Context: an optimization exercise on an open-source flow, tuned for small area and a short achievable clock period. The choices shown serve that exercise and are no tape-out recipe. Function was checked by simulation only, so behaviour that the tests miss may differ from the original. No activity file was given, so power comes from the tool's default toggle rates.

## before
==> flow/design.v <==
module imem_loadable #(
  parameter int                    ADDR_WIDTH = 64,
  parameter int                    DATA_WIDTH = 32,
  parameter int                    DEPTH      = 64,
  parameter int                    IDX_W      = $clog2(DEPTH),
  parameter logic [DATA_WIDTH-1:0] NOP_WORD   = 32'hD503201F
) (
  input  logic                  clk,
  input  logic                  reset,
  input  logic                  load_valid,
  output logic                  load_ready,
  input  logic [DATA_WIDTH-1:0] load_data,
  input  logic                  load_last,
  input  logic                  load_restart,
  output logic [IDX_W:0]        load_count,
  output logic                  loaded,
  input  logic                  fetch_req,
  input  logic [ADDR_WIDTH-1:0] fetch_addr,
  output logic                  fetch_valid,
  output logic [DATA_WIDTH-1:0] fetch_instr,
  output logic [1:0]            fetch_fault
);
  logic                  run_reg;
  logic [IDX_W:0]        count_reg;
  logic                  run_o_reg;
  logic                  ready_o_reg;
  logic [IDX_W:0]        count_o_reg;
  logic [DATA_WIDTH-1:0] mem [DEPTH];
  logic [DATA_WIDTH-1:0] instr_reg;
  logic                  fetch_valid_reg;
  logic [1:0]            fault_reg;
  logic             fetch_fire;
  logic             misaligned;
  logic             out_of_range;
  logic             use_nop;
  logic [IDX_W-1:0] fetch_idx;
  logic [DEPTH-1:0] wr;
  assign fetch_fire   = run_reg && fetch_req && !load_restart;
  assign fetch_idx    = fetch_addr[IDX_W+1:2];
  imem_fault #(.ADDR_WIDTH(ADDR_WIDTH), .IDX_W(IDX_W)) u_fault (
    .addr(fetch_addr), .count(count_reg),
    .misaligned(misaligned), .out_of_range(out_of_range), .use_nop(use_nop)
  );
  localparam int SLICE_W = 8;
  localparam int NSLICE  = DATA_WIDTH / SLICE_W;
  logic [DEPTH-1:0] sel [NSLICE];
  genvar gs;
  generate
    for (gs = 0; gs < NSLICE; gs++) begin : g_dec
      imem_decode #(.IDX_W(IDX_W), .DEPTH(DEPTH)) u_decode (.idx(fetch_idx), .sel(sel[gs]));
    end
  endgenerate
  always_ff @(posedge clk) begin
    if (reset) begin
      run_reg   <= 1'b0;
      count_reg <= '0;
    end else if (!run_reg) begin
      if (load_valid) begin
        count_reg <= count_reg + 1'b1;
        if (load_last || count_reg[IDX_W-1:0] == IDX_W'(DEPTH - 1)) run_reg <= 1'b1;
      end
    end else if (load_restart) begin
      run_reg   <= 1'b0;
      count_reg <= '0;
    end
  end
  always_ff @(posedge clk) begin
    if (reset) begin
      run_o_reg   <= 1'b0;
      ready_o_reg <= 1'b1;
      count_o_reg <= '0;
    end else if (ready_o_reg) begin
      if (load_valid) begin
        count_o_reg <= count_o_reg + 1'b1;
        if (load_last || count_o_reg[IDX_W-1:0] == IDX_W'(DEPTH - 1)) begin
          run_o_reg   <= 1'b1;
          ready_o_reg <= 1'b0;
        end
      end
    end else if (load_restart) begin
      run_o_reg   <= 1'b0;
      ready_o_reg <= 1'b1;
      count_o_reg <= '0;
    end
  end
  genvar gi, gb;
  generate
    for (gi = 0; gi < DEPTH; gi++) begin : g_word
      assign wr[gi]  = !run_reg && (count_reg[IDX_W-1:0] == IDX_W'(gi));
      for (gb = 0; gb < DATA_WIDTH; gb++) begin : g_bit
        logic nxt;
        imem_hold_mux u_hold (
          .q(mem[gi][gb]), .d(load_data[gb] ^ NOP_WORD[gb]), .we(wr[gi]), .hold(!wr[gi]),
          .y(nxt)
        );
        always_ff @(posedge clk) mem[gi][gb] <= nxt;
      end
    end
  endgenerate
  logic [DATA_WIDTH-1:0] rd_word;
  generate
    for (gb = 0; gb < DATA_WIDTH; gb++) begin : g_rd
      logic [DEPTH/8-1:0]  l2;
      logic [DEPTH/16-1:0] l3_n;
      for (gi = 0; gi < DEPTH / 8; gi++) begin : g_l2
        imem_or8 u (
          .m0(mem[8*gi][gb]),   .m1(mem[8*gi+1][gb]), .m2(mem[8*gi+2][gb]), .m3(mem[8*gi+3][gb]),
          .m4(mem[8*gi+4][gb]), .m5(mem[8*gi+5][gb]), .m6(mem[8*gi+6][gb]), .m7(mem[8*gi+7][gb]),
          .s(sel[gb/SLICE_W][8*gi+7:8*gi]), .y(l2[gi])
        );
      end
      for (gi = 0; gi < DEPTH / 16; gi++) begin : g_l3
        imem_nor2 u (.a(l2[2*gi]), .b(l2[2*gi+1]), .y(l3_n[gi]));
      end
      if (NOP_WORD[gb]) begin : g_one
        imem_a41o u4 (.a(l3_n[0]), .b(l3_n[1]), .c(l3_n[2]), .d(l3_n[3]), .e(use_nop),
                      .y(rd_word[gb]));
      end else begin : g_zero
        imem_a41oi u4 (.a(l3_n[0]), .b(l3_n[1]), .c(l3_n[2]), .d(l3_n[3]), .e(use_nop),
                       .y(rd_word[gb]));
      end
    end
  endgenerate
  always_ff @(posedge clk) begin
    if (reset) begin
      fetch_valid_reg <= 1'b0;
    end else begin
      fetch_valid_reg <= fetch_fire;
    end
    fault_reg <= {out_of_range, misaligned};
    instr_reg <= rd_word;
  end
  assign load_ready  = ready_o_reg;
  assign loaded      = run_o_reg;
  assign load_count  = count_o_reg;
  assign fetch_valid = fetch_valid_reg;
  assign fetch_fault = fault_reg;
  assign fetch_instr = instr_reg;
endmodule
module imem_hold_mux (
  input  logic q, d, we, hold,
  output logic y
);
  assign y = (q & hold) | (d & we);
endmodule
module imem_aoi22 (
  input  logic a, b, c, d,
  output logic y
);
  assign y = !((a & b) | (c & d));
endmodule
module imem_nand4 (
  input  logic a, b, c, d,
  output logic y
);
  assign y = !(a & b & c & d);
endmodule
module imem_nor2 (
  input  logic a, b,
  output logic y
);
  assign y = !(a | b);
endmodule
module imem_nor3 (
  input  logic a, b, c,
  output logic y
);
  assign y = !(a | b | c);
endmodule
module imem_a41oi (
  input  logic a, b, c, d, e,
  output logic y
);
  assign y = !((a & b & c & d) | e);
endmodule
module imem_or8 (
  input  logic       m0, m1, m2, m3, m4, m5, m6, m7,
  input  logic [7:0] s,
  output logic       y
);
  logic [3:0] n;
  assign n[0] = !((m0 & s[0]) | (m1 & s[1]));
  assign n[1] = !((m2 & s[2]) | (m3 & s[3]));
  assign n[2] = !((m4 & s[4]) | (m5 & s[5]));
  assign n[3] = !((m6 & s[6]) | (m7 & s[7]));
  assign y = !(&n);
endmodule
module imem_fault #(
  parameter int ADDR_WIDTH = 64,
  parameter int IDX_W      = 6
) (
  input  logic [ADDR_WIDTH-1:0] addr,
  input  logic [IDX_W:0]        count,
  output logic                  misaligned,
  output logic                  out_of_range,
  output logic                  use_nop
);
  localparam int HI_W = ADDR_WIDTH - IDX_W - 2;    
  localparam int N1   = (HI_W + 3) / 4;            
  localparam int N2   = (N1 + 3) / 4;              
  logic [4*N1-1:0] hi;
  logic [N1-1:0]   l1_n;
  logic [N2-1:0]   l2;
  logic            ge;
  logic [1:0]      l3_n;
  assign hi = (4*N1)'(addr[ADDR_WIDTH-1:IDX_W+2]);
  genvar k;
  generate
    for (k = 0; k < N1; k++) begin : g_l1
      imem_nor4 u (.a(hi[4*k]), .b(hi[4*k+1]), .c(hi[4*k+2]), .d(hi[4*k+3]), .y(l1_n[k]));
    end
    for (k = 0; k < N2; k++) begin : g_l2
      if (4*k + 3 < N1) begin : g_4
        imem_nand4 u (.a(l1_n[4*k]), .b(l1_n[4*k+1]), .c(l1_n[4*k+2]), .d(l1_n[4*k+3]),
                      .y(l2[k]));
      end else begin : g_2
        imem_nand2 u (.a(l1_n[4*k]), .b(l1_n[4*k+1]), .y(l2[k]));
      end
    end
  endgenerate
  imem_or2 u_mis (.a(addr[0]), .b(addr[1]), .y(misaligned));
  imem_or4 u_oor (.a(l2[0]), .b(l2[1]), .c(l2[2]), .d(l2[3]), .y(out_of_range));
  imem_ge #(.IDX_W(IDX_W)) u_ge (.idx(addr[IDX_W+1:2]), .count(count), .ge(ge));
  imem_nor3 u_n0 (.a(l2[0]), .b(l2[1]), .c(l2[2]), .y(l3_n[0]));
  imem_nor4 u_n1 (.a(l2[3]), .b(addr[0]), .c(addr[1]), .d(ge), .y(l3_n[1]));
  imem_nand2 u_nop (.a(l3_n[0]), .b(l3_n[1]), .y(use_nop));
endmodule
module imem_ge #(
  parameter int IDX_W = 6
) (
  input  logic [IDX_W-1:0] idx,
  input  logic [IDX_W:0]   count,
  output logic             ge
);
  logic [IDX_W-1:0] gt_bit, eq_bit;
  logic             lt;
  always_comb begin
    gt_bit = count[IDX_W-1:0] & ~idx;
    eq_bit = ~(count[IDX_W-1:0] ^ idx);
    lt = 1'b0;
    for (int k = 0; k < IDX_W; k++) lt = gt_bit[k] | (eq_bit[k] & lt);
  end
  assign ge = !count[IDX_W] && !lt;
endmodule
module imem_nor4 (
  input  logic a, b, c, d,
  output logic y
);
  assign y = !(a | b | c | d);
endmodule
module imem_nand2 (
  input  logic a, b,
  output logic y
);
  assign y = !(a & b);
endmodule
module imem_or2 (
  input  logic a, b,
  output logic y
);
  assign y = a | b;
endmodule
module imem_or4 (
  input  logic a, b, c, d,
  output logic y
);
  assign y = a | b | c | d;
endmodule
module imem_decode #(
  parameter int IDX_W = 6,
  parameter int DEPTH = 64
) (
  input  logic [IDX_W-1:0] idx,
  output logic [DEPTH-1:0] sel
);
  always_comb
    for (int i = 0; i < DEPTH; i++) sel[i] = (idx == IDX_W'(i));
endmodule
module imem_a41o (
  input  logic a, b, c, d, e,
  output logic y
);
  assign y = (a & b & c & d) | e;
endmodule
export LEC_CHECK = 0
export CAP_MARGIN = 20
export CORE_MARGIN = 2
export CORE_UTILIZATION = 60
export CTS_CLUSTER_DIAMETER = 100
export CTS_CLUSTER_SIZE = 25
export PLACE_DENSITY = 0.7
export SETUP_SLACK_MARGIN = 1.4
export SLEW_MARGIN = 20
export SYNTH_HIERARCHICAL = 1
create_clock -name core_clock -period 3.4 [get_ports {clk}]
run.sh (not shown) runs the stock make flow with config.mk's settings and CLKGATE_MAP_FILE= SYNTH_SCRIPT=/design/flow/synth_recipe.tcl, a recipe that flattens the netlist after the stock synthesis.
For after, these inputs were changed with respect to before:
--- a/flow/design.v
+++ b/flow/design.v
@@ -38,18 +38,21 @@
   assign fetch_fire   = run_reg && fetch_req && !load_restart;
   assign fetch_idx    = fetch_addr[IDX_W+1:2];
   imem_fault #(.ADDR_WIDTH(ADDR_WIDTH), .IDX_W(IDX_W)) u_fault (
-    .addr(fetch_addr), .count(count_reg),
+    .addr(fetch_addr),
     .misaligned(misaligned), .out_of_range(out_of_range), .use_nop(use_nop)
   );
   localparam int SLICE_W = 8;
   localparam int NSLICE  = DATA_WIDTH / SLICE_W;
-  logic [DEPTH-1:0] sel [NSLICE];
+  localparam int NGRP    = DEPTH / 8;
+  logic [7:0]      sel_lo [NSLICE];
+  logic [NGRP-1:0] sel_hi;
   genvar gs;
   generate
     for (gs = 0; gs < NSLICE; gs++) begin : g_dec
-      imem_decode #(.IDX_W(IDX_W), .DEPTH(DEPTH)) u_decode (.idx(fetch_idx), .sel(sel[gs]));
-    end
-  endgenerate
+      imem_decode #(.IDX_W(3), .DEPTH(8)) u_lo (.idx(fetch_idx[2:0]), .sel(sel_lo[gs]));
+    end
+  endgenerate
+  imem_decode #(.IDX_W(IDX_W - 3), .DEPTH(NGRP)) u_hi (.idx(fetch_idx[IDX_W-1:3]), .sel(sel_hi));
   always_ff @(posedge clk) begin
     if (reset) begin
       run_reg   <= 1'b0;
@@ -83,14 +86,18 @@
       count_o_reg <= '0;
     end
   end
+  logic             clear;
+  logic [DEPTH-1:0] keep;
+  assign clear = reset || (run_reg && load_restart);
   genvar gi, gb;
   generate
     for (gi = 0; gi < DEPTH; gi++) begin : g_word
-      assign wr[gi]  = !run_reg && (count_reg[IDX_W-1:0] == IDX_W'(gi));
+      assign wr[gi]   = !run_reg && !reset && (count_reg[IDX_W-1:0] == IDX_W'(gi));
+      assign keep[gi] = !wr[gi] && !clear;
       for (gb = 0; gb < DATA_WIDTH; gb++) begin : g_bit
         logic nxt;
         imem_hold_mux u_hold (
-          .q(mem[gi][gb]), .d(load_data[gb] ^ NOP_WORD[gb]), .we(wr[gi]), .hold(!wr[gi]),
+          .q(mem[gi][gb]), .d(load_data[gb] ^ NOP_WORD[gb]), .we(wr[gi]), .hold(keep[gi]),
           .y(nxt)
         );
         always_ff @(posedge clk) mem[gi][gb] <= nxt;
@@ -100,17 +107,18 @@
   logic [DATA_WIDTH-1:0] rd_word;
   generate
     for (gb = 0; gb < DATA_WIDTH; gb++) begin : g_rd
-      logic [DEPTH/8-1:0]  l2;
-      logic [DEPTH/16-1:0] l3_n;
-      for (gi = 0; gi < DEPTH / 8; gi++) begin : g_l2
+      logic [NGRP-1:0]   l2;
+      logic [NGRP/2-1:0] l3_n;
+      for (gi = 0; gi < NGRP; gi++) begin : g_l2
         imem_or8 u (
           .m0(mem[8*gi][gb]),   .m1(mem[8*gi+1][gb]), .m2(mem[8*gi+2][gb]), .m3(mem[8*gi+3][gb]),
           .m4(mem[8*gi+4][gb]), .m5(mem[8*gi+5][gb]), .m6(mem[8*gi+6][gb]), .m7(mem[8*gi+7][gb]),
-          .s(sel[gb/SLICE_W][8*gi+7:8*gi]), .y(l2[gi])
+          .s(sel_lo[gb/SLICE_W]), .y(l2[gi])
         );
       end
-      for (gi = 0; gi < DEPTH / 16; gi++) begin : g_l3
-        imem_nor2 u (.a(l2[2*gi]), .b(l2[2*gi+1]), .y(l3_n[gi]));
+      for (gi = 0; gi < NGRP / 2; gi++) begin : g_l3
+        imem_aoi22 u (.a(l2[2*gi]), .b(sel_hi[2*gi]), .c(l2[2*gi+1]), .d(sel_hi[2*gi+1]),
+                      .y(l3_n[gi]));
       end
       if (NOP_WORD[gb]) begin : g_one
         imem_a41o u4 (.a(l3_n[0]), .b(l3_n[1]), .c(l3_n[2]), .d(l3_n[3]), .e(use_nop),
@@ -190,7 +198,6 @@
   parameter int IDX_W      = 6
 ) (
   input  logic [ADDR_WIDTH-1:0] addr,
-  input  logic [IDX_W:0]        count,
   output logic                  misaligned,
   output logic                  out_of_range,
   output logic                  use_nop
@@ -201,7 +208,6 @@
   logic [4*N1-1:0] hi;
   logic [N1-1:0]   l1_n;
   logic [N2-1:0]   l2;
-  logic            ge;
   logic [1:0]      l3_n;
   assign hi = (4*N1)'(addr[ADDR_WIDTH-1:IDX_W+2]);
   genvar k;
@@ -220,27 +226,9 @@
   endgenerate
   imem_or2 u_mis (.a(addr[0]), .b(addr[1]), .y(misaligned));
   imem_or4 u_oor (.a(l2[0]), .b(l2[1]), .c(l2[2]), .d(l2[3]), .y(out_of_range));
-  imem_ge #(.IDX_W(IDX_W)) u_ge (.idx(addr[IDX_W+1:2]), .count(count), .ge(ge));
   imem_nor3 u_n0 (.a(l2[0]), .b(l2[1]), .c(l2[2]), .y(l3_n[0]));
-  imem_nor4 u_n1 (.a(l2[3]), .b(addr[0]), .c(addr[1]), .d(ge), .y(l3_n[1]));
+  imem_nor3 u_n1 (.a(l2[3]), .b(addr[0]), .c(addr[1]), .y(l3_n[1]));
   imem_nand2 u_nop (.a(l3_n[0]), .b(l3_n[1]), .y(use_nop));
-endmodule
-module imem_ge #(
-  parameter int IDX_W = 6
-) (
-  input  logic [IDX_W-1:0] idx,
-  input  logic [IDX_W:0]   count,
-  output logic             ge
-);
-  logic [IDX_W-1:0] gt_bit, eq_bit;
-  logic             lt;
-  always_comb begin
-    gt_bit = count[IDX_W-1:0] & ~idx;
-    eq_bit = ~(count[IDX_W-1:0] ^ idx);
-    lt = 1'b0;
-    for (int k = 0; k < IDX_W; k++) lt = gt_bit[k] | (eq_bit[k] & lt);
-  end
-  assign ge = !count[IDX_W] && !lt;
 endmodule
 module imem_nor4 (
   input  logic a, b, c, d,
==> comparison <==
Final critical-path share of the clock period ends up lower on after. In after the maximum net fanout on the critical path turned out 9 lower than in before. When the final numbers for before and after were put side by side, the routed wire length turned out to be smaller in before. Average vias per placed instance, before and after, lower one = before. Compared with before, after has extra setup slack. after packs its core more tightly than before. Against before, final cell count in after fell slightly. [after vs before] power density over the cells: lower in after. Higher first-pass GRT wire length goes to after over before.

## what the ideal ports hide
How much do the figures lean on ideal ports? The routed layouts below were timed once more, with nothing changed but the port constraints.
Step 1, drivers: a clkbuf_16 drives clk and a buf_2 each remaining input, both assumed.
Step 2 times the ports against the registers' clock, not the clock port: input delays grow and output delays shrink by t, the midpoint of the rising clock arrivals with the driver on.
Three values: no drivers, after step 1, after step 2; two values: the first two.
run	t, ns	slack for setup (ns)	hold slack, ns	slew at the worst register clock pin (ns)
before	0.809	1.039 / 0.917 / 0.108	0.460 / 0.392 / 0.491	0.12 / 0.12
after	0.822	1.175 / 1.106 / 0.284	0.492 / 0.461 / 0.492	0.11 / 0.11
After both steps every run listed still meets setup and hold. For before, which loses most, drivers alone change the setup slack by -0.122 ns; drivers and shift together by -0.931 ns.
